Source: an optimization exercise on an open RTL-to-GDS flow (aim: small area and a short achievable clock period). Production flows keep margins and buffers that such runs may drop.
In this exercise RTL edits were held to simulation tests only and were not proved equivalent to the original.
Power is estimated from default activity; no workload was simulated.

Setup of build 73:
==> module exec_stage, before the edit <==
module exec_stage #(
  parameter int N = 24,
  parameter int M = 6
) (
  input  logic                clk,
  input  logic                rst,
  input  logic                en,
  input  logic [N-1:0]        rd1, rd2, rd3, pc, imm,
  input  logic [N*M-1:0]      rdv1, rdv2, rdv3,
  input  logic [N*M-1:0]      Forward1, Forward2, Forward3,
  input  logic                Fa, Fb, Fc,
  input  logic [3:0]          aluControl, Rc, opCode,
  input  logic                immSrc, branchFlag, memWrite, memToReg, regWrite, modeSel,
  input  logic [1:0]          opType,
  output logic [17+2*N*M-1:0] bufferOut
);
  localparam int NM = N * M;
  localparam int BW = 17 + 2 * NM;
  logic          isCtrl, ld, hold;
  logic [BW-1:0] q, d;
  assign isCtrl = (opType == 2'b10);
  assign ld     = rst & en;
  assign hold   = rst & ~en;
  logic opAdd, opSub, opAnd, opOr, opXor, opShl, opShr, opMul, opB, opA;
  assign opAdd = (aluControl == 4'b0000);
  assign opSub = (aluControl == 4'b0001);
  assign opAnd = (aluControl == 4'b0010);
  assign opOr  = (aluControl == 4'b0011);
  assign opXor = (aluControl == 4'b0100);
  assign opShl = (aluControl == 4'b0101);
  assign opShr = (aluControl == 4'b0110);
  assign opMul = (aluControl == 4'b0111);
  assign opB   = (aluControl == 4'b1000);
  assign opA   = (aluControl == 4'b1001);
  logic [N-1:0] a   [M];
  logic [N-1:0] b   [M];
  logic [N-1:0] t   [M];
  logic [N-1:0] cmpB, pcImm;
  assign cmpB = Fb ? Forward2[N-1:0] : (modeSel ? rdv2[N-1:0] : rd2);
  assign a[0] = Fa ? Forward1[N-1:0] : (modeSel ? rdv1[N-1:0] : rd1);
  assign b[0] = immSrc ? imm : cmpB;
  assign t[0] = Fc ? Forward3[N-1:0] : (modeSel ? rdv3[N-1:0] : rd3);
  for (genvar k = 1; k < M; k++) begin : g_ops
    assign a[k] = Fa ? Forward1[k*N +: N] : rdv1[k*N +: N];
    assign b[k] = immSrc ? imm : (Fb ? Forward2[k*N +: N] : rdv2[k*N +: N]);
    assign t[k] = {N{modeSel}} & (Fc ? Forward3[k*N +: N] : rdv3[k*N +: N]);
  end
  logic [N-1:0] r [M];
  logic [M-1:0] nz;
  for (genvar k = 0; k < M; k++) begin : g_lane
    logic on;
    if (k == 0) begin : g_l0
      assign on = ld & ~isCtrl;
      exec_lane u_lane (
        .a(a[0]), .b(b[0]),
        .mul(opMul), .shl(opShl), .shr(opShr), .add(opAdd), .sub(opSub), .pa(opA), .pb(opB),
        .land(opAnd), .lor(opOr), .lxor(opXor),
        .on(on), .r(r[k]), .nz(nz[k]));
    end else begin : g_ln
      assign on = ld & modeSel & ~isCtrl;
      exec_lane u_lane (
        .a(a[k]), .b(b[k]),
        .mul(opMul), .shl(opShl), .shr(opShr), .add(opAdd), .sub(opSub), .pa(opA), .pb(opB),
        .land(opAnd), .lor(opOr), .lxor(opXor),
        .on(on), .r(r[k]), .nz(nz[k]));
    end
  end
  logic [N-1:0] cmpDiff;
  logic         cmpEq;
  exec_add24 u_pcimm (.a(pc), .b(imm), .ci(1'b0), .y(pcImm));
  assign cmpDiff = a[0] - cmpB;
  assign cmpEq   = (a[0] == cmpB);
  logic anyR, zeroFlag, negFlag;
  assign anyR     = |nz;
  assign zeroFlag = isCtrl ? (ld & cmpEq) : (ld & ~anyR);
  assign negFlag  = isCtrl ? (ld & cmpDiff[N-1]) : r[0][N-1];
  logic [BW-1:0] nx;
  assign nx = {{7{ld}} & {modeSel, opType, opCode},
               r[5], r[4], r[3], r[2], r[1], r[0] | ({N{ld & isCtrl}} & pcImm), zeroFlag, negFlag,
               {8{ld}} & {branchFlag, memWrite, memToReg, regWrite, Rc},
               {NM{ld}} & {t[5], t[4], t[3], t[2], t[1], t[0]}};
  assign d = nx | ({BW{hold}} & q);
  always_ff @(posedge clk) q <= d;
  assign bufferOut = q;
endmodule
==> module exec_lane, before the edit <==
module exec_lane (
  input  logic [23:0] a, b,
  input  logic        mul, shl, shr, add, sub, pa, pb, land, lor, lxor,
  input  logic        on,
  output logic [23:0] r,
  output logic        nz
);
  logic [23:0] ar, x, z, p, pr, rl;
  logic        pz;
  logic [4:0]  s;
  logic [11:0] one, two, neg, bone, btwo, sone, stwo;
  logic [24:0] bx;
  logic        c0;
  for (genvar j = 0; j < 24; j++) begin : g_rev
    assign ar[j] = a[23-j];
    assign pr[j] = p[23-j];
  end
  assign x = shr ? ar : a;
  assign s  = b[4:0];
  assign bx = {b, 1'b0};
  for (genvar i = 0; i < 12; i++) begin : g_booth
    assign bone[i] = bx[2*i+1] ^ bx[2*i];
    assign btwo[i] = (bx[2*i+2] & ~bx[2*i+1] & ~bx[2*i]) | (~bx[2*i+2] & bx[2*i+1] & bx[2*i]);
    assign sone[i] = (s == 5'(2*i));
    assign stwo[i] = (s == 5'(2*i+1));
    if (i == 0) begin : g_d0
      assign one[i] = (mul & bone[i]) | ((shl | shr) & sone[i]) | add | sub | pa;
    end else begin : g_dn
      assign one[i] = (mul & bone[i]) | ((shl | shr) & sone[i]);
    end
    assign two[i] = (mul & btwo[i]) | ((shl | shr) & stwo[i]);
    assign neg[i] = mul & bx[2*i+2];
  end
  assign c0 = (mul & b[1]) | sub;
  assign z  = {24{add | sub | pb}} & (b ^ {24{sub}});
  exec_mac24 u_mac (.x(x), .one(one), .two(two), .neg(neg), .c0(c0), .z(z), .p(p), .pz(pz));
  logic gp, gr, ga, go, gx;
  assign gp = on & (mul | shl | add | sub | pa | pb);
  assign gr = on & shr;
  assign ga = on & land;
  assign go = on & lor;
  assign gx = on & lxor;
  assign rl = ({24{ga}} & (a & b)) | ({24{go}} & (a | b)) | ({24{gx}} & (a ^ b));
  assign r  = ({24{gp}} & p) | ({24{gr}} & pr) | rl;
  assign nz = ((gp | gr) & ~pz) | (|rl);
endmodule
==> flow/config.mk <==
export PLATFORM = sky130hd
export DESIGN_NAME = exec_stage
export DESIGN_NICKNAME = exec_stage
export VERILOG_FILES = /design/flow/design.v
export SDC_FILE = /design/flow/constraint.sdc
export NUM_CORES = 4
export LEC_CHECK = 0
export ABC_AREA = 1
export CAP_MARGIN = 30
export CELL_PAD_IN_SITES_DETAIL_PLACEMENT = 1
export CELL_PAD_IN_SITES_GLOBAL_PLACEMENT = 1
export CORE_MARGIN = 2
export CORE_UTILIZATION = 38
export PLACE_DENSITY = 0.6
export SETUP_SLACK_MARGIN = 4
export SLEW_MARGIN = 30
export SYNTH_HIERARCHICAL = 1
==> flow/constraint.sdc <==
create_clock -name core_clock -period 13.0 [get_ports {clk}]
set_input_delay 2.6000 -clock core_clock [delete_from_list [all_inputs] [get_ports {clk}]]
set_output_delay 2.6000 -clock core_clock [all_outputs]
set_load 0.01 [all_outputs]
standard.sh (not shown) runs the stock make flow with config.mk's settings and CLKGATE_MAP_FILE= SYNTH_SCRIPT=/design/flow/synth_recipe.tcl, a recipe that flattens the netlist after the stock synthesis.
==> flow/flow/run.sh <==
#!/bin/bash
set -euo pipefail
export BUFFER_PORTS_ARGS="-buffer_cell sky130_fd_sc_hd__buf_1"
bash standard.sh > standard.log 2>&1
Build 73: PASS, flow complete, no timing, DRC or antenna violations
[inputs] trial 18 vs build 73
--- a/flow/design.v
+++ b/flow/design.v
@@ -55,6 +55,7 @@
         .a(a[0]), .b(b[0]),
         .mul(opMul), .shl(opShl), .shr(opShr), .add(opAdd), .sub(opSub), .pa(opA), .pb(opB),
         .land(opAnd), .lor(opOr), .lxor(opXor),
+        .ext(pcImm), .gext(ld & isCtrl),
         .on(on), .r(r[k]), .nz(nz[k]));
     end else begin : g_ln
       assign on = ld & modeSel & ~isCtrl;
@@ -62,13 +63,14 @@
         .a(a[k]), .b(b[k]),
         .mul(opMul), .shl(opShl), .shr(opShr), .add(opAdd), .sub(opSub), .pa(opA), .pb(opB),
         .land(opAnd), .lor(opOr), .lxor(opXor),
+        .ext('0), .gext(1'b0),
         .on(on), .r(r[k]), .nz(nz[k]));
     end
   end
   logic [N-1:0] cmpDiff;
   logic         cmpEq;
   exec_add24 u_pcimm (.a(pc), .b(imm), .ci(1'b0), .y(pcImm));
-  assign cmpDiff = a[0] - cmpB;
+  exec_add24 u_cmp (.a(a[0]), .b(~cmpB), .ci(1'b1), .y(cmpDiff));
   assign cmpEq   = (a[0] == cmpB);
   logic anyR, zeroFlag, negFlag;
   assign anyR     = |nz;
@@ -76,7 +78,7 @@
   assign negFlag  = isCtrl ? (ld & cmpDiff[N-1]) : r[0][N-1];
   logic [BW-1:0] nx;
   assign nx = {{7{ld}} & {modeSel, opType, opCode},
-               r[5], r[4], r[3], r[2], r[1], r[0] | ({N{ld & isCtrl}} & pcImm), zeroFlag, negFlag,
+               r[5], r[4], r[3], r[2], r[1], r[0], zeroFlag, negFlag,
                {8{ld}} & {branchFlag, memWrite, memToReg, regWrite, Rc},
                {NM{ld}} & {t[5], t[4], t[3], t[2], t[1], t[0]}};
   assign d = nx | ({BW{hold}} & q);
@@ -86,6 +88,8 @@
 module exec_lane (
   input  logic [23:0] a, b,
   input  logic        mul, shl, shr, add, sub, pa, pb, land, lor, lxor,
+  input  logic [23:0] ext,
+  input  logic        gext,
   input  logic        on,
   output logic [23:0] r,
   output logic        nz
@@ -125,7 +129,8 @@
   assign ga = on & land;
   assign go = on & lor;
   assign gx = on & lxor;
-  assign rl = ({24{ga}} & (a & b)) | ({24{go}} & (a | b)) | ({24{gx}} & (a ^ b));
+  assign rl = ({24{ga}} & (a & b)) | ({24{go}} & (a | b)) | ({24{gx}} & (a ^ b)) |
+              ({24{gext}} & ext);
   assign r  = ({24{gp}} & p) | ({24{gr}} & pr) | rl;
   assign nz = ((gp | gr) & ~pz) | (|rl);
 endmodule
## What came out
From build 73 to trial 18 the numbers moved as follows: final critical delay including setup and external delays down 0.20 ns, number of well taps up about 0.6%, maximum fanout count along the critical path up 13, mean routed wirelength per cell down 13%.
Final area: trial 18 vs build 73 down 0.78%
Of the two candidates, build 73 has the better worst slack on hold paths and trial 18 the worse one.
The fraction of power consumed by combinational cells of trial 18 is lower than that of build 73.
Clock group share of total power essentially unchanged between build 73 and trial 18.
fa_2 as the slowest cell on the critical path was reported by trial 18, and nand2_1 by build 73.

==> port drivers added, routing unchanged <==
In the flow no input, the clock included, has a driving cell. The finished layouts below were timed again as built, in two steps. Step 1 assumes that a clkbuf_16 drives the clock port and a buf_2 every other input. Step 2, shift: input delay + t, output delay - t, t = (earliest + latest rising clock arrival at the registers) / 2. This alone moves slack from input paths to output paths. Slacks: no drivers / after step 1 / after step 2; pairs: no drivers / after step 1.
| run | t, ns | slack for setup (ns) | worst setup path at the end | pins driven straight from the clock port |
|---|---|---|---|---|
| build 73 | 0.829 | 3.543 / 3.474 / 2.645 | input to register | 1 |
| trial 18 | 0.869 | 3.742 / 3.688 / 2.820 | input to register | 1 |
After both steps setup and hold are still met in every run listed. The setup slack of trial 18, which loses most, moves by -0.054 ns with the drivers and by -0.922 ns with both steps.
